From an optimization exercise on the open Yosys and OpenROAD flow, aimed at small area, a short achievable clock period and few clock cycles per item; shortcuts taken in it are not production practice. Where RTL was checked, it was by simulation tests only, not by an equivalence proof against the original. The RTL of run 1 was laid out without a check of its function.

### flow/constraint.sdc
create_clock -name core_clock -period 7.0 [get_ports {clk}]
set_input_delay 1.4000 -clock core_clock [delete_from_list [all_inputs] [get_ports {clk}]]
set_output_delay 1.4000 -clock core_clock [all_outputs]
set_load 0.01 [all_outputs]
### flow/design.v
package sdeb_pkg;
	localparam int CordicSteps = 14;
	localparam logic [15:0] HalfTurn = 16'd32768;
	localparam logic [15:0] QuarterTurn = 16'd16384;
	typedef enum logic [1:0] {
		CFG_INCREMENT = 2'd0,
		CFG_CEILING = 2'd1,
		CFG_DECAY_STEP = 2'd2
	} cfg_idx_t;
	typedef struct packed {
		logic signed [15:0] x_pos;
		logic signed [15:0] y_pos;
		logic [15:0] source_energy;
		logic frame_start;
	} in_item_t;
	typedef struct packed {
		logic [5:0] hit_bin;
		logic [8:0] peak_angle;
		logic [7:0] peak_level;
	} out_item_t;
	function automatic logic [15:0] turn_atan(input logic [3:0] i);
		logic [15:0] r;
		case (i)
			4'd0: r = 16'd8192;
			4'd1: r = 16'd4836;
			4'd2: r = 16'd2555;
			4'd3: r = 16'd1297;
			4'd4: r = 16'd651;
			4'd5: r = 16'd326;
			4'd6: r = 16'd163;
			4'd7: r = 16'd81;
			4'd8: r = 16'd41;
			4'd9: r = 16'd20;
			4'd10: r = 16'd10;
			4'd11: r = 16'd5;
			4'd12: r = 16'd3;
			4'd13: r = 16'd1;
			default: r = 16'd0;
		endcase
		turn_atan = r;
	endfunction
endpackage
module sdeb_cordic #(
	parameter logic [13:0] REG_AFTER = 14'b11_1111_1111_1111,
	parameter int SW = 1
) (
	input  logic clk,
	input  logic arst_n,
	input  logic in_valid,
	input  logic [18:0] x_in,           
	input  logic signed [18:0] y_in,    
	input  logic [SW-1:0] side_in,
	output logic out_valid,
	output logic [13:0] dirs,           
	output logic [SW-1:0] side_out
);
	function automatic int yw(input int i);
		case (i)
			0, 1, 2: yw = 19;
			3: yw = 18;
			4: yw = 16;
			default: yw = 21 - i;
		endcase
	endfunction
	logic [18:0] xs [15];
	logic [18:0] ys [15];
	logic [13:0] ds [15];
	logic vs [15];
	logic [SW-1:0] ss [15];
	assign xs[0] = x_in;
	assign ys[0] = y_in;
	assign ds[0] = '0;
	assign vs[0] = in_valid;
	assign ss[0] = side_in;
	for (genvar i = 0; i < 14; i++) begin : g_it
		localparam int WI = yw(i);
		localparam int WO = (i < 13) ? yw(i + 1) : 1;
		logic signed [WI-1:0] y;
		logic [18:0] x, xn;
		logic signed [WO-1:0] yn;
		logic [13:0] dn;
		logic s;
		assign x = xs[i];
		assign y = ys[i][WI-1:0];
		assign s = !y[WI-1];
		if (i < 12) begin : g_x
			localparam int MW = (WI - i - 1 > 0) ? WI - i - 1 : 1;
			logic [MW-1:0] m;
			logic [19:0] xa;
			assign m = MW'(y >>> i) ^ {MW{~s}};
			assign xa = {x, 1'b1} + {(19-MW)'(0), m, ~s};
			assign xn = xa[19:1];
		end else begin : g_nx
			assign xn = x;
		end
		if (i < 13) begin : g_y
			logic [WO-1:0] dy;
			logic [WO:0] ya;
			assign dy = WO'(x >> i) ^ {WO{s}};
			assign ya = {WO'(y), 1'b1} + {dy, s};
			assign yn = ya[WO:1];
		end else begin : g_ny
			assign yn = '0;
		end
		always_comb begin
			dn = ds[i];
			dn[i] = s;
		end
		if (REG_AFTER[i]) begin : g_r
			logic v_q;
			logic [18:0] x_q, y_q;
			logic [13:0] d_q;
			logic [SW-1:0] s_q;
			always_ff @(posedge clk or negedge arst_n)
				if (!arst_n) v_q <= 1'b0;
				else v_q <= vs[i];
			always_ff @(posedge clk) begin
				x_q <= xn;
				y_q <= 19'(yn);
				d_q <= dn;
				s_q <= ss[i];
			end
			assign vs[i+1] = v_q;
			assign xs[i+1] = x_q;
			assign ys[i+1] = y_q;
			assign ds[i+1] = d_q;
			assign ss[i+1] = s_q;
		end else begin : g_c
			assign vs[i+1] = vs[i];
			assign xs[i+1] = xn;
			assign ys[i+1] = 19'(yn);
			assign ds[i+1] = dn;
			assign ss[i+1] = ss[i];
		end
	end
	assign out_valid = vs[14];
	assign dirs = ds[14];
	assign side_out = ss[14];
endmodule
module sound_direction_energy_bins #(
	parameter int BIN_COUNT = 36
) (
	input  logic clk,
	input  logic arst_n,
	input  logic in_valid,
	output logic in_stall,
	input  sdeb_pkg::in_item_t in_data,
	output logic out_valid,
	input  logic out_stall,
	output sdeb_pkg::out_item_t out_data,
	input  logic cfg_we,
	input  logic [1:0] cfg_index,
	input  logic [7:0] cfg_data
);
	localparam int NB = 36;
	localparam logic [15:0] ASUM = 16'd18181;
	logic [7:0] increment_q, ceiling_q, decay_step_q;
	logic clr_q, scan_q, seek_q;
	logic [1:0] cnt_q;
	logic blocked, recirc, consume, taken;
	logic b_v, b_fs, b_head;
	logic [5:0] b_h;
	logic [7:0] b_add;
	logic v0_q, rc0_q, hd0_q, fs0_q;
	logic [15:0] x0_q, y0_q, e0_q;
	always_ff @(posedge clk or negedge arst_n)
		if (!arst_n) v0_q <= 1'b0;
		else v0_q <= recirc || (in_valid && !in_stall);
	always_ff @(posedge clk)
		if (recirc) begin
			rc0_q <= 1'b1;
			hd0_q <= b_head || !seek_q;
			x0_q <= {10'd0, b_h};
			y0_q <= in_data.y_pos;
			e0_q <= {8'd0, b_add};
			fs0_q <= b_fs;
		end else begin
			rc0_q <= 1'b0;
			hd0_q <= 1'b0;
			x0_q <= in_data.x_pos;
			y0_q <= in_data.y_pos;
			e0_q <= in_data.source_energy;
			fs0_q <= in_data.frame_start;
		end
	logic xneg, xz, yz;
	logic [15:0] ax;
	logic signed [16:0] yf;
	assign xneg = x0_q[15];
	assign xz = (x0_q == 16'd0);
	assign yz = (y0_q == 16'd0);
	assign ax = xneg ? -x0_q : x0_q;
	assign yf = xneg ? -{y0_q[15], y0_q} : {y0_q[15], y0_q};
	logic [23:0] prod;
	logic [7:0] add0;
	logic [5:0] tag0;
	assign prod = increment_q * e0_q;
	assign add0 = rc0_q ? e0_q[7:0] : prod[23:16];
	assign tag0 = rc0_q ? x0_q[5:0]
		: {2'b00, xneg, xz | yz, yz ? {1'b0, xneg} : {1'b1, y0_q[15]}};
	localparam int SW = 1 + 1 + 1 + 8 + 6;
	logic cv;
	logic [13:0] dirs;
	logic [SW-1:0] side_o;
	sdeb_cordic #(.SW(SW)) u_cordic (
		.clk(clk), .arst_n(arst_n),
		.in_valid(v0_q),
		.x_in({1'b0, ax, 2'b00}),
		.y_in({yf, 2'b00}),
		.side_in({rc0_q, hd0_q, fs0_q, add0, tag0}),
		.out_valid(cv), .dirs(dirs), .side_out(side_o)
	);
	logic c_rc, c_hd, c_fs;
	logic [7:0] c_add;
	logic [5:0] c_tag;
	assign {c_rc, c_hd, c_fs, c_add, c_tag} = side_o;
	logic [15:0] z;
	logic [19:0] z9;
	logic [5:0] hz;
	always_comb begin
		z = {c_tag[3], 15'd0} - ASUM;
		for (int i = 0; i < 14; i++)
			if (dirs[i]) z = z + {sdeb_pkg::turn_atan(4'(i)), 1'b0};
	end
	assign z9 = {4'd0, z} + {1'b0, z, 3'd0};
	assign hz = z9[19:14];
	always_ff @(posedge clk or negedge arst_n)
		if (!arst_n) b_v <= 1'b0;
		else b_v <= cv;
	always_ff @(posedge clk) begin
		if (c_rc) b_h <= c_tag;
		else if (!c_tag[2]) b_h <= hz;
		else case (c_tag[1:0])
			2'd0: b_h <= 6'd0;
			2'd1: b_h <= 6'd18;
			2'd2: b_h <= 6'd9;
			default: b_h <= 6'd27;
		endcase
		b_add <= c_add;
		b_fs <= c_fs;
		b_head <= c_hd;
	end
	assign blocked = clr_q || scan_q || (cnt_q == 2'd2);
	assign consume = b_v && !blocked && (!seek_q || b_head);
	assign recirc = b_v && !consume;
	assign in_stall = seek_q || (b_v && blocked);
	logic [NB-1:0][8:0] bins_q;
	logic [7:0] base_q;
	logic [5:0] p_q, scnt_q, sbest_i_q, h_q;
	logic [7:0] pl_q, sbest_q;
	logic [8:0] dd;
	logic [9:0] bn;      
	logic [1:0] sh;      
	assign dd = scan_q ? 9'd0 : b_fs ? {decay_step_q, 1'b0} : {1'b0, decay_step_q};
	assign bn = {2'b00, base_q} + {1'b0, dd};
	assign sh = consume ? bn[9:8] : 2'd0;
	logic [5:0] raddr;
	logic [8:0] rs, snew;
	logic [7:0] vd, pd, lvl;
	logic [10:0] vdt;
	logic [9:0] pdt;
	logic [8:0] sum;
	assign raddr = scan_q ? scnt_q : b_h;
	assign rs = bins_q[raddr];
	assign vdt = {2'b00, rs} - {1'b0, bn};
	assign vd = (vdt[10] || vdt[9:0] == 10'd0) ? 8'd0 : vdt[7:0];
	assign pdt = {2'b00, pl_q} - {1'b0, dd};
	assign pd = pdt[9] ? 8'd0 : pdt[7:0];
	assign sum = {1'b0, vd} + {1'b0, b_add};
	assign lvl = (sum > {1'b0, ceiling_q}) ? ceiling_q : sum[7:0];
	assign snew = {1'b0, lvl} + {1'b0, bn[7:0]};
	logic take, rescan;
	always_comb begin
		take = 1'b0;
		rescan = 1'b0;
		if (pd == 8'd0) take = (lvl != 8'd0);
		else if (b_h == p_q) begin
			take = 1'b1;
			rescan = (lvl < pd);
		end else take = (lvl > pd) || ((lvl == pd) && (b_h < p_q));
	end
	always_ff @(posedge clk)
		for (int j = 0; j < NB; j++) begin
			if (clr_q) bins_q[j] <= 9'd0;
			else if (consume && b_h == 6'(j)) bins_q[j] <= snew;
			else if (sh == 2'd1) bins_q[j] <= bins_q[j][8] ? {1'b0, bins_q[j][7:0]} : 9'd0;
			else if (sh != 2'd0) bins_q[j] <= 9'd0;
		end
	always_ff @(posedge clk or negedge arst_n)
		if (!arst_n) base_q <= 8'd0;
		else if (clr_q) base_q <= 8'd0;
		else if (consume) base_q <= bn[7:0];
	logic [5:0] oh_q, op_q;
	logic [7:0] opl_q;
	assign out_valid = cnt_q[1] || (cnt_q[0] && !scan_q);
	assign taken = out_valid && !out_stall;
	always_ff @(posedge clk or negedge arst_n)
		if (!arst_n) begin
			clr_q <= 1'b1;
			scan_q <= 1'b0;
			seek_q <= 1'b0;
			cnt_q <= 2'd0;
			p_q <= '0;
			pl_q <= '0;
		end else begin
			clr_q <= 1'b0;
			cnt_q <= cnt_q + 2'(consume) - 2'(taken);
			if (recirc && !seek_q) seek_q <= 1'b1;
			else if (consume && b_head) seek_q <= 1'b0;
			if (consume) begin
				if (take) begin
					p_q <= b_h;
					pl_q <= lvl;
				end else if (pd == 8'd0) begin
					p_q <= '0;
					pl_q <= 8'd0;
				end else pl_q <= pd;
				scan_q <= rescan;
			end else if (scan_q) begin
				if (scnt_q == 6'(NB - 1)) begin
					scan_q <= 1'b0;
					if (vd > sbest_q) begin
						p_q <= scnt_q;
						pl_q <= vd;
					end else begin
						p_q <= sbest_i_q;
						pl_q <= sbest_q;
					end
				end
			end
		end
	always_ff @(posedge clk) begin
		if (consume) h_q <= b_h;
		if (consume && cnt_q[0] && !taken) begin
			oh_q <= h_q;
			op_q <= p_q;
			opl_q <= pl_q;
		end
	end
	always_ff @(posedge clk)
		if (!scan_q) begin
			scnt_q <= '0;
			sbest_q <= '0;
			sbest_i_q <= '0;
		end else begin
			scnt_q <= scnt_q + 6'd1;
			if (vd > sbest_q) begin
				sbest_q <= vd;
				sbest_i_q <= scnt_q;
			end
		end
	logic [5:0] out_p;
	assign out_p = cnt_q[1] ? op_q : p_q;
	assign out_data.hit_bin = cnt_q[1] ? oh_q : h_q;
	assign out_data.peak_angle = 9'(out_p) * 9'd10;
	assign out_data.peak_level = cnt_q[1] ? opl_q : pl_q;
	always_ff @(posedge clk or negedge arst_n) begin
		if (!arst_n) begin
			increment_q <= 8'd20;
			ceiling_q <= 8'd200;
			decay_step_q <= 8'd1;
		end else if (cfg_we) begin
			case (cfg_index)
				sdeb_pkg::CFG_INCREMENT: increment_q <= cfg_data;
				sdeb_pkg::CFG_CEILING: ceiling_q <= cfg_data;
				sdeb_pkg::CFG_DECAY_STEP: decay_step_q <= cfg_data;
				default: ;
			endcase
		end
	end
endmodule
module sdeb_top (
	input  logic clk,
	input  logic arst_n,
	input  logic in_valid,
	output logic in_stall,
	input  logic signed [15:0] in_x,
	input  logic signed [15:0] in_y,
	input  logic [15:0] in_energy,
	input  logic in_frame_start,
	output logic out_valid,
	input  logic out_stall,
	output logic [5:0] out_hit_bin,
	output logic [8:0] out_peak_angle,
	output logic [7:0] out_peak_level,
	input  logic cfg_we,
	input  logic [1:0] cfg_index,
	input  logic [7:0] cfg_data
);
	sdeb_pkg::in_item_t in_data;
	sdeb_pkg::out_item_t out_data;
	assign in_data.x_pos = in_x;
	assign in_data.y_pos = in_y;
	assign in_data.source_energy = in_energy;
	assign in_data.frame_start = in_frame_start;
	assign out_hit_bin = out_data.hit_bin;
	assign out_peak_angle = out_data.peak_angle;
	assign out_peak_level = out_data.peak_level;
	sound_direction_energy_bins #(.BIN_COUNT(36)) u_bins (
		.clk(clk), .arst_n(arst_n),
		.in_valid(in_valid), .in_stall(in_stall), .in_data(in_data),
		.out_valid(out_valid), .out_stall(out_stall), .out_data(out_data),
		.cfg_we(cfg_we), .cfg_index(cfg_index), .cfg_data(cfg_data)
	);
endmodule
### flow/run.sh
#!/bin/bash
# synth_recipe.tcl (not shown) runs the flow's synth.tcl, then flattens the netlist and writes it again
# the make line also repeats each setting of config.mk as NAME=value (left out here)
make -C /OpenROAD-flow-scripts/flow DESIGN_CONFIG=/design/flow/config.mk WORK_HOME=/design/flow/orfs CLKGATE_MAP_FILE= SYNTH_SCRIPT=/design/flow/synth_recipe.tcl finish
### flow/config.mk
export PLATFORM = sky130hd
export DESIGN_NAME = sdeb_top
export DESIGN_NICKNAME = sdeb_top
export VERILOG_FILES = /design/flow/design.v
export SDC_FILE = /design/flow/constraint.sdc
export NUM_CORES = 4
export LEC_CHECK = 0
export CAP_MARGIN = 20
export CORE_MARGIN = 2
export CORE_UTILIZATION = 40
export SLEW_MARGIN = 20
==> results of run 1 <==
timing repair:
item,in CTS,in global routing
pin swaps,36,142
resized for setup,198,400
cloned,13,35
setup endpoints to repair,345,347
setup buffers,32,40
sequential cells by signal, summed over array words and instances, names as in the netlist, 14 cells and up:
signal	count
u_bins.bins_q	324
u_bins.u_cordic.g_it.g_r.s_q	238
u_bins.u_cordic.g_it.g_r.x_q	213
u_bins.u_cordic.g_it.g_r.y_q	169
u_bins.u_cordic.g_it.g_r.d_q	105
u_bins.e0_q	16
u_bins.x0_q	16
u_bins.y0_q	16
u_bins.u_cordic.g_it.g_r.v_q	14
layer usage:
layer | vias to the layer above | GRT usage [%]
met4 | 4 | 6.19
met2 | 1078 | 30.0
li1 | 22500 | -
met3 | 323 | 3.32
met1 | 21900 | 23.7
met5 | - | 0
worst min path at each step:
stage	start	end	slack (ns)	cells after the start
CTS	u_bins.u_cordic.g_it[4].g_r.s_q[10]	u_bins.u_cordic.g_it[5].g_r.s_q[10]	0.28	0
finish	u_bins.u_cordic.g_it[4].g_r.s_q[10]	u_bins.u_cordic.g_it[5].g_r.s_q[10]	0.28	0
detailed placement	u_bins.u_cordic.g_it[9].g_r.s_q[11]	u_bins.u_cordic.g_it[10].g_r.s_q[11]	0.31	0
floorplan	u_bins.u_cordic.g_it[13].g_r.s_q[6]	u_bins.b_add[0]	0.31	0
global placement	u_bins.u_cordic.g_it[9].g_r.s_q[12]	u_bins.u_cordic.g_it[10].g_r.s_q[12]	0.31	0
global route	u_bins.u_cordic.g_it[9].g_r.s_q[12]	u_bins.u_cordic.g_it[10].g_r.s_q[12]	0.29	0
worst register-to-register path, delay by kind of cell (launching register included):
kind	cells	cell delay [ns]
multiplexers	3	1.04
AND/OR/NAND/NOR	11	1.56
flip-flops	1	0.43
buffers and inverters	11	1.49
XOR/XNOR	3	0.41
AO/OA/AOI/OAI	18	2.78
adder cells (fa/ha/maj)	6	1.66
per-stage QoR:
step | setup slack [ns] | std cells
global placement | -2.39 | 8576
global route | -2.93 | 8932
floorplan | -2.06 | 6170
finish | -2.52 | 8934
detailed placement | -2.52 | 8576
CTS | -2.30 | 8870
kinds of logic (layout without fill, tap and decap cells):
family	after synthesis	after routing	synth area share [%]
AOI/OAI and AO/OA	1238	1238	13.8
xor gates and xnor gates	776	776	11.6
adders and majority gates	526	526	11.9
buffers and inverters	531	1263	3.33
DFF	1229	1229	41.5
muxes	197	197	5.06
other	1	4	0.00617
and+or+nand+nor	1671	1671	12.7
cell usage in the layout (no fill, tap or decap), types with 65 or more instances in the layout:
cell and n:
a21o_1 125, a21oi_1 224, a22oi_2 258, and2_1 98
buf_4 542, clkbuf_16 163, clkdlybuf4s50_1 86, dfxtp_1 1131
fa_1 86, ha_1 417, inv_1 263, mux2_2 65
mux4_2 81, nand2_1 405, nand3_1 80, nor2_1 643
nor2b_1 80, nor3_1 81, o21a_1 113, o21ai_0 147
xnor2_1 478, xor2_1 253
final cells by class:
| type | count | share of cell area [%] |
|---|---|---|
| antenna | 2 | 0.00651 |
| clock buffer | 194 | 5.15 |
| clock inverter | 55 | 1.17 |
| inverter | 280 | 1.38 |
| multi-input combinational | 4410 | 47.1 |
| sequential | 1229 | 32.8 |
| tap | 2030 | 3.31 |
| timing repair buffer | 734 | 9.02 |
==> summary.txt, run 1 <==
worst-margin pin slew 1.30 ns; Top FF cell, synth dfxtp_1; Reg2Reg Launch Point u_bins.scan_q; startpoint type of the worst setup path flip-flop; critical path data arrival time 10.13 ns; number of antenna violations at the first check in global routing 5; RSZ-0062 raised after global routing yes; Period minus WS final 9.52 ns; fraction of final layout cells with drive strength greater than 1 23.1%; overall routing resource usage 18.1%; post-route setup slack -2.52 ns; average instance area after synthesis 9.85 sq um; synthesized instance count 6169; period utilization 136%; most area-hungry cell type in the Yosys netlist dfxtp_1; post-synthesis sequential area ratio 41.5%; CTS tree yes; r2r worst-path depth 52; cell area after synthesis 0.0608 sq mm; maximum capacitance violations 0; core box area 0.151 sq mm; post-route DRC violation count 0; routed via count 45800; num rows 143; Final Skew 0.0632 ns; number of I/O port buffers 87; Top-Level Pins 89; Top Family by Delay on Critical Path compound AO/OA/AOI/OAI gates; biggest area contributors in the synthesized netlist dfxtp_1, ha_1, xnor2_1, nor2_1, xor2_1; flop-to-flop setup slack -2.52 ns; library cell with the highest instance count after synthesis dfxtp_1; end-of-flow core utilization 50.8%; insertion delay of the later-clocked pin in the worst-skew pair 0.80 ns; clk sink count 1229; critical path type flip-flop to flip-flop; filler cell count in the final layout 13700; kind of end point of the critical path flip-flop; Die Ht 394 um; worst rel slew slack 13.3%; Pre-Repair DR Iteration Count 8; # hold bufs at CTS 0; Initial Utilization 40.1%; metal1 wirelength 68200 um; critical path depth in cells 52; routed vias/inst 5.13; Max Slew Vio Count 0; worst min-delay path class flip-flop to flip-flop; wire length on met3 9040 um; result of the run finished with violations; Area after DPL 0.0677 sq mm; total half-perimeter wirelength after legalization and detailed placement 103000 um; Highest Clock Rate 0.105 GHz; die area 0.155 sq mm; area occupied by multi-input gates 0.0362 sq mm; master cell of the clock root buffer clkbuf_16; Yosys reg bits 1229; number of global-route vias before repair 44600; crit path max-delay cell type or4_4; async set or reset register ratio after synthesis 5.45%; die width 394 um; Yosys warning total 7; crit-path most repeated cell a21oi_2; pin count of the biggest net entering global routing 105; count of unique library cells instantiated by Yosys 121; final design instance area without fill 0.0768 sq mm; overall routed net length 152000 um; hold slack 0.281 ns; Crit. Startpoint u_bins.scan_q; post-layout net count 7379; synth-to-layout area growth 26.4%; most frequent cells after synthesis dfxtp_1, nor2_1, xnor2_1, ha_1, nand2_1; final count of negative-setup-slack endpoints 345; DR WL met2 70200 um; highest metal layer with signal wires met5; Blocking Checks negative setup slack; global route total overflow 0; required time of the critical path 7.62 ns; crit path to u_bins.bins_q[195]; cts bufs inserted 135; post-route ant nets 0; Clock transition at path regs 0.06 ns; routed len/inst 17.0 um; global-route wire length before repair 232000 um; Storage cell area 0.0252 sq mm; terminus of the critical flop-to-flop path u_bins.bins_q[195]; H-tree lvl count 4; number of synthesized flops with an enable pin 26; violation count after the first detailed-route iteration 2857; weighted congestion reported at the end of routability-driven placement 0.894; area share of the leading cell type in the synthesized netlist 37.4%; number of hold-slack violations in the final timing report 0; Max Fanout on Critical Path 8; delay of the slowest critical-path stage 0.52 ns; sum of negative setup slack -693.88 ns; buffer levels on the longest clock path 3; Worst Path Buf+Inv 11
==> inputs of run 2 (changes only) <==
--- a/flow/design.v
+++ b/flow/design.v
@@ -43,3 +43,3 @@
 module sdeb_cordic #(
-	parameter logic [13:0] REG_AFTER = 14'b11_1111_1111_1111,
+	parameter logic [13:0] REG_AFTER = 14'b10_1010_1010_1010,
 	parameter int SW = 1
@@ -228,11 +228,15 @@
 		else b_v <= cv;
-	always_ff @(posedge clk) begin
-		if (c_rc) b_h <= c_tag;
-		else if (!c_tag[2]) b_h <= hz;
+	logic [5:0] hn;
+	always_comb begin
+		if (c_rc) hn = c_tag;
+		else if (!c_tag[2]) hn = hz;
 		else case (c_tag[1:0])
-			2'd0: b_h <= 6'd0;
-			2'd1: b_h <= 6'd18;
-			2'd2: b_h <= 6'd9;
-			default: b_h <= 6'd27;
+			2'd0: hn = 6'd0;
+			2'd1: hn = 6'd18;
+			2'd2: hn = 6'd9;
+			default: hn = 6'd27;
 		endcase
+	end
+	always_ff @(posedge clk) begin
+		b_h <= hn;
 		b_add <= c_add;
@@ -247,4 +251,5 @@
 	logic [7:0] base_q;
-	logic [5:0] p_q, scnt_q, sbest_i_q, h_q;
+	logic [5:0] p_q, scnt_q, sbest_i_q, h_q, ra_q;
 	logic [7:0] pl_q, sbest_q;
+	logic scan_last;
 	logic [8:0] dd;
@@ -252,30 +257,58 @@
 	logic [1:0] sh;      
-	assign dd = scan_q ? 9'd0 : b_fs ? {decay_step_q, 1'b0} : {1'b0, decay_step_q};
+	assign dd = b_fs ? {decay_step_q, 1'b0} : {1'b0, decay_step_q};
 	assign bn = {2'b00, base_q} + {1'b0, dd};
 	assign sh = consume ? bn[9:8] : 2'd0;
-	logic [5:0] raddr;
-	logic [8:0] rs, snew;
-	logic [7:0] vd, pd, lvl;
-	logic [10:0] vdt;
+	logic signed [11:0] kk, c1, c2, c3, addw, bnw, ceilw, pdw;
 	logic [9:0] pdt;
-	logic [8:0] sum;
-	assign raddr = scan_q ? scnt_q : b_h;
-	assign rs = bins_q[raddr];
-	assign vdt = {2'b00, rs} - {1'b0, bn};
-	assign vd = (vdt[10] || vdt[9:0] == 10'd0) ? 8'd0 : vdt[7:0];
+	logic [7:0] pd, mca;
+	logic pd0, gt_d, ge_d, cgt, cge, hlt, heq;
+	assign addw = {4'd0, b_add};
+	assign bnw = {2'd0, bn};
+	assign ceilw = {4'd0, ceiling_q};
+	assign kk = addw - bnw;
+	assign c1 = ceilw - kk;
 	assign pdt = {2'b00, pl_q} - {1'b0, dd};
 	assign pd = pdt[9] ? 8'd0 : pdt[7:0];
-	assign sum = {1'b0, vd} + {1'b0, b_add};
-	assign lvl = (sum > {1'b0, ceiling_q}) ? ceiling_q : sum[7:0];
-	assign snew = {1'b0, lvl} + {1'b0, bn[7:0]};
+	assign pd0 = (pd == 8'd0);
+	assign pdw = {4'd0, pd};
+	assign c2 = pdw - kk;
+	assign c3 = c2 - 12'sd1;
+	assign mca = (b_add > ceiling_q) ? ceiling_q : b_add;
+	assign gt_d = mca > pd;
+	assign ge_d = mca >= pd;
+	assign cgt = ceiling_q > pd;
+	assign cge = ceiling_q >= pd;
+	assign hlt = b_h < p_q;
+	assign heq = b_h == p_q;
+	logic [8:0] rs, snew;
+	logic signed [11:0] rsw;
+	logic [9:0] rsa;
+	logic [10:0] rsk;
+	logic alive, clampa, gt, ge;
+	logic [7:0] lvl;
+	assign rs = bins_q[ra_q];
+	assign rsw = {3'd0, rs};
+	assign alive = rs > bn[8:0] && !bn[9];
+	assign clampa = rsw > c1;
+	assign rsk = 11'(rsw + kk);
+	assign rsa = {1'b0, rs} + {2'b00, b_add} - {bn[9:8], 8'd0};
+	assign gt = alive ? (cgt && rsw > c2) : gt_d;
+	assign ge = alive ? (cge && rsw > c3) : ge_d;
+	assign lvl = !alive ? mca : clampa ? ceiling_q : rsk[7:0];
+	assign snew = !alive ? {1'b0, mca} + {1'b0, bn[7:0]}
+		: clampa ? {1'b0, ceiling_q} + {1'b0, bn[7:0]} : rsa[8:0];
 	logic take, rescan;
 	always_comb begin
-		take = 1'b0;
 		rescan = 1'b0;
-		if (pd == 8'd0) take = (lvl != 8'd0);
-		else if (b_h == p_q) begin
+		if (pd0) take = gt;
+		else if (heq) begin
 			take = 1'b1;
-			rescan = (lvl < pd);
-		end else take = (lvl > pd) || ((lvl == pd) && (b_h < p_q));
+			rescan = !ge;
+		end else take = hlt ? ge : gt;
 	end
+	logic [9:0] svt;
+	logic [7:0] sval;
+	assign svt = {1'b0, rs} - {2'b00, base_q};
+	assign sval = (svt[9] || svt == 10'd0) ? 8'd0 : svt[7:0];
+	assign scan_last = (scnt_q == 6'(NB));
 	always_ff @(posedge clk)
@@ -291,2 +324,4 @@
 		else if (consume) base_q <= bn[7:0];
+	always_ff @(posedge clk)
+		ra_q <= (scan_q && !scan_last) ? scnt_q : hn;
 	logic [5:0] oh_q, op_q;
@@ -317,12 +352,10 @@
 				scan_q <= rescan;
-			end else if (scan_q) begin
-				if (scnt_q == 6'(NB - 1)) begin
-					scan_q <= 1'b0;
-					if (vd > sbest_q) begin
-						p_q <= scnt_q;
-						pl_q <= vd;
-					end else begin
-						p_q <= sbest_i_q;
-						pl_q <= sbest_q;
-					end
+			end else if (scan_q && scan_last) begin
+				scan_q <= 1'b0;
+				if (sval > sbest_q) begin
+					p_q <= 6'(NB - 1);
+					pl_q <= sval;
+				end else begin
+					p_q <= sbest_i_q;
+					pl_q <= sbest_q;
 				end
@@ -345,5 +378,5 @@
 			scnt_q <= scnt_q + 6'd1;
-			if (vd > sbest_q) begin
-				sbest_q <= vd;
-				sbest_i_q <= scnt_q;
+			if (scnt_q != 6'd0 && sval > sbest_q) begin
+				sbest_q <= sval;
+				sbest_i_q <= scnt_q - 6'd1;
 			end
==> run 2 against run 1 <==
Effect of this change:
- still fails the layout checks on negative setup slack
- hold slack better by 0.0031 ns
- global-route usage is 1.9 points higher
- final cell count is 3.8% lower
- setup slack better by 2.3 ns
- wire length is 2.8% lower
- synthesized area is 6.4% lower
- critical path depth is 17 lower
- clock skew is 0.024 ns higher
==> summary.txt, run 2 <==
most frequent cells after synthesis dfxtp_1, nor2_1, xnor2_1, ha_1, a21oi_1; biggest area contributors in the synthesized netlist dfxtp_1, ha_1, xnor2_1, nor2_1, a22oi_1; global-route wire length before repair 238000 um; startpoint type of the worst setup path flip-flop; weighted congestion reported at the end of routability-driven placement 0.928; flip-flop count of the largest register, all copies and words added 324; library cell with the highest instance count after synthesis dfxtp_1; count of unique library cells instantiated by Yosys 119; post-synthesis sequential area ratio 31.3%; Top FF cell, synth dfxtp_1; register with the most flip-flops u_bins.bins_q; post-layout net count 7308; maximum capacitance violations 0; master cell of the clock root buffer clkbuf_16; Die Ht 381 um; Yosys warning total 7; insertion delay of the later-clocked pin in the worst-skew pair 0.76 ns; crit path max-delay cell type dfxtp_4; number of synthesized flops with an enable pin 26; total half-perimeter wirelength after legalization and detailed placement 111000 um; routed via count 45400; synthesized instance count 6221; Max Fanout on Critical Path 5; Top-Level Pins 89; violation count after the first detailed-route iteration 2905; Yosys reg bits 860; RSZ-0062 raised after global routing yes; kind of end point of the critical path flip-flop; die width 381 um; synth-to-layout area growth 19.9%; period utilization 103%; worst-margin pin slew 1.15 ns; num rows 138; Reg2Reg Launch Point u_bins.u_cordic.g_it[13].g_r.d_q[2]; hold slack 0.284 ns; die area 0.145 sq mm; overall routing resource usage 20.0%; critical path type flip-flop to flip-flop; final count of negative-setup-slack endpoints 11; number of global-route vias before repair 44800; average instance area after synthesis 9.14 sq um; global route total overflow 0; worst slack at placement -0.360 ns; routed len/inst 17.2 um; post-route ant nets 0; Storage cell area 0.0178 sq mm; # hold bufs at CTS 0; Crit. Startpoint u_bins.u_cordic.g_it[13].g_r.d_q[2]; registers with the highest flip-flop counts u_bins.bins_q: 324 flops, u_bins.u_cordic.g_it.g_r.s_q: 119 flops, u_bins.u_cordic.g_it.g_r.x_q: 101 flops; buffer levels on the longest clock path 3; async set or reset register ratio after synthesis 6.98%; Blocking Checks negative setup slack; result of the run finished with violations; CTS tree yes; number of antenna violations at the first check in global routing 2; Final Skew 0.0869 ns; number of hold-slack violations in the final timing report 0; most frequent cells in the layout dfxtp_1, nor2_1, xnor2_1, ha_1, buf_4; cell area after synthesis 0.0569 sq mm; H-tree lvl count 3; Period minus WS final 7.22 ns; required time of the critical path 7.63 ns; Initial Utilization 40.2%; Max Slew Vio Count 0; commonest non-fill, non-tap cell in the layout dfxtp_1; post-route DRC violation count 0; core box area 0.141 sq mm; overall routed net length 148000 um; worst rel slew slack 23.4%; area share of the leading cell type in the synthesized netlist 27.2%; area occupied by multi-input gates 0.0385 sq mm; clk sink count 860; fraction of final layout cells with drive strength greater than 1 17.0%; critical path data arrival time 7.85 ns; number of I/O port buffers 87; sum of negative setup slack -1.37 ns; cts bufs inserted 94; routed vias/inst 5.29; Clock transition at path regs 0.06 ns; Pre-Repair DR Iteration Count 6; Highest Clock Rate 0.138 GHz; pin count of the biggest net entering global routing 246; post-route setup slack -0.223 ns; delay of the slowest critical-path stage 0.37 ns; most area-hungry cell type in the Yosys netlist dfxtp_1; startpoint of the lowest-slack hold path u_bins.u_cordic.g_it[7].g_r.s_q[0]; worst min-delay path class flip-flop to flip-flop; filler cell count in the final layout 13200
-- run 2: worst max-delay path, delay by kind of cell (launching register included) --
kind | cells | cell delay [ns]
xor+xnor | 5 | 0.96
compound gates | 11 | 2.52
simple gates | 7 | 1.10
flops | 1 | 0.37
mux | 2 | 0.35
buf+inv | 7 | 0.91
fa+ha+maj | 3 | 0.89
-- run 2: final timing paths --
kind | end | slack (ns) | depth (start not counted)
setup / recovery | u_bins.ra_q[2] | -0.22 | 35
hold / removal | u_bins.u_cordic.g_it[9].g_r.s_q[0] | 0.28 | 0
setup reg to reg | u_bins.ra_q[2] | -0.22 | 35
hold reg to reg | u_bins.u_cordic.g_it[9].g_r.s_q[0] | 0.28 | 0
max in group asynchronous | u_bins.increment_q[5] | 5.64 | 2
min in group asynchronous | u_bins.ceiling_q[1] | 0.82 | 2
-- run 2: logic make-up (layout without fill, tap and decap cells) --
logic type	after synthesis	after routing	share of synthesized area (%)
mux	214	214	5.93
xor+xnor	823	823	13.0
buf+inv	593	1075	4.00
fa+ha+maj	622	622	14.9
flops	860	860	31.3
compound gates	1384	1384	16.2
simple gates	1724	1724	14.7
other cells	1	5	0.00659
-- run 2: final cells by class --
| type | count | area share [%] |
|---|---|---|
| diodes | 3 | 0.0110 |
| clock buffers | 124 | 3.88 |
| clock inverters | 53 | 1.18 |
| inverters | 333 | 1.85 |
| multi-input cells | 4769 | 56.4 |
| flip-flops and latches | 860 | 26.1 |
| well taps | 1890 | 3.47 |
| repair buffers | 565 | 7.04 |
-- run 2: layer usage --
| metal | wire length [um] | up-vias | track usage [%] | share of wire, % |
|---|---|---|---|---|
| met1 | 67300 | 21800 | 26.6 | 46 |
| met3 | 7020 | 228 | 2.78 | 4.8 |
| met4 | 4060 | 2 | 5.72 | 2.7 |
| met5 | 52 | - | 0 | 0.035 |
| met2 | 69400 | 948 | 33.7 | 47 |
| li1 | - | 22500 | - | - |
-- run 2: through the flow --
stage	cell area, sq um	std cells	utilization (%)
floorplan	57400	6222	-
global placement	63100	8358	44.6
detailed placement	63100	8358	44.6
CTS	67000	8556	47.4
global route	68200	8594	48.2
finish	68200	8597	48.2
-- run 2: repair_timing --
action,4_1_cts,5_1_grt
setup endpoints to repair,30,132
cloned,1,1
setup buffers,21,38
resized for setup,79,213
pin swaps,58,112
Testbench counts of run 2, summed over its fixed seeds: cycles 2,480, items 2,400.

re-timing with driven ports:
How much do the figures lean on ideal ports? The routed layouts below were timed once more, with nothing changed but the port constraints.
Step 1, drivers: a clkbuf_16 drives clk and a buf_2 each remaining input, both assumed.
Step 2 times the ports against the registers' clock, not the clock port: input delays grow and output delays shrink by t, the midpoint of the rising clock arrivals with the driver on.
Slacks: ideal / step 1 / step 2; pairs: ideal / step 1.
run | t, ns | setup WS [ns] | worst setup path after step 2 | latest minus earliest clock arrival (ns) | worst register clock-pin slew, ns
run 1 | 0.847 | -2.516 / -2.516 / -2.516 | register to register | 0.067 / 0.067 | 0.07 / 0.07
run 2 | 0.789 | -0.223 / -0.223 / -0.223 | register to register | 0.087 / 0.087 | 0.07 / 0.07
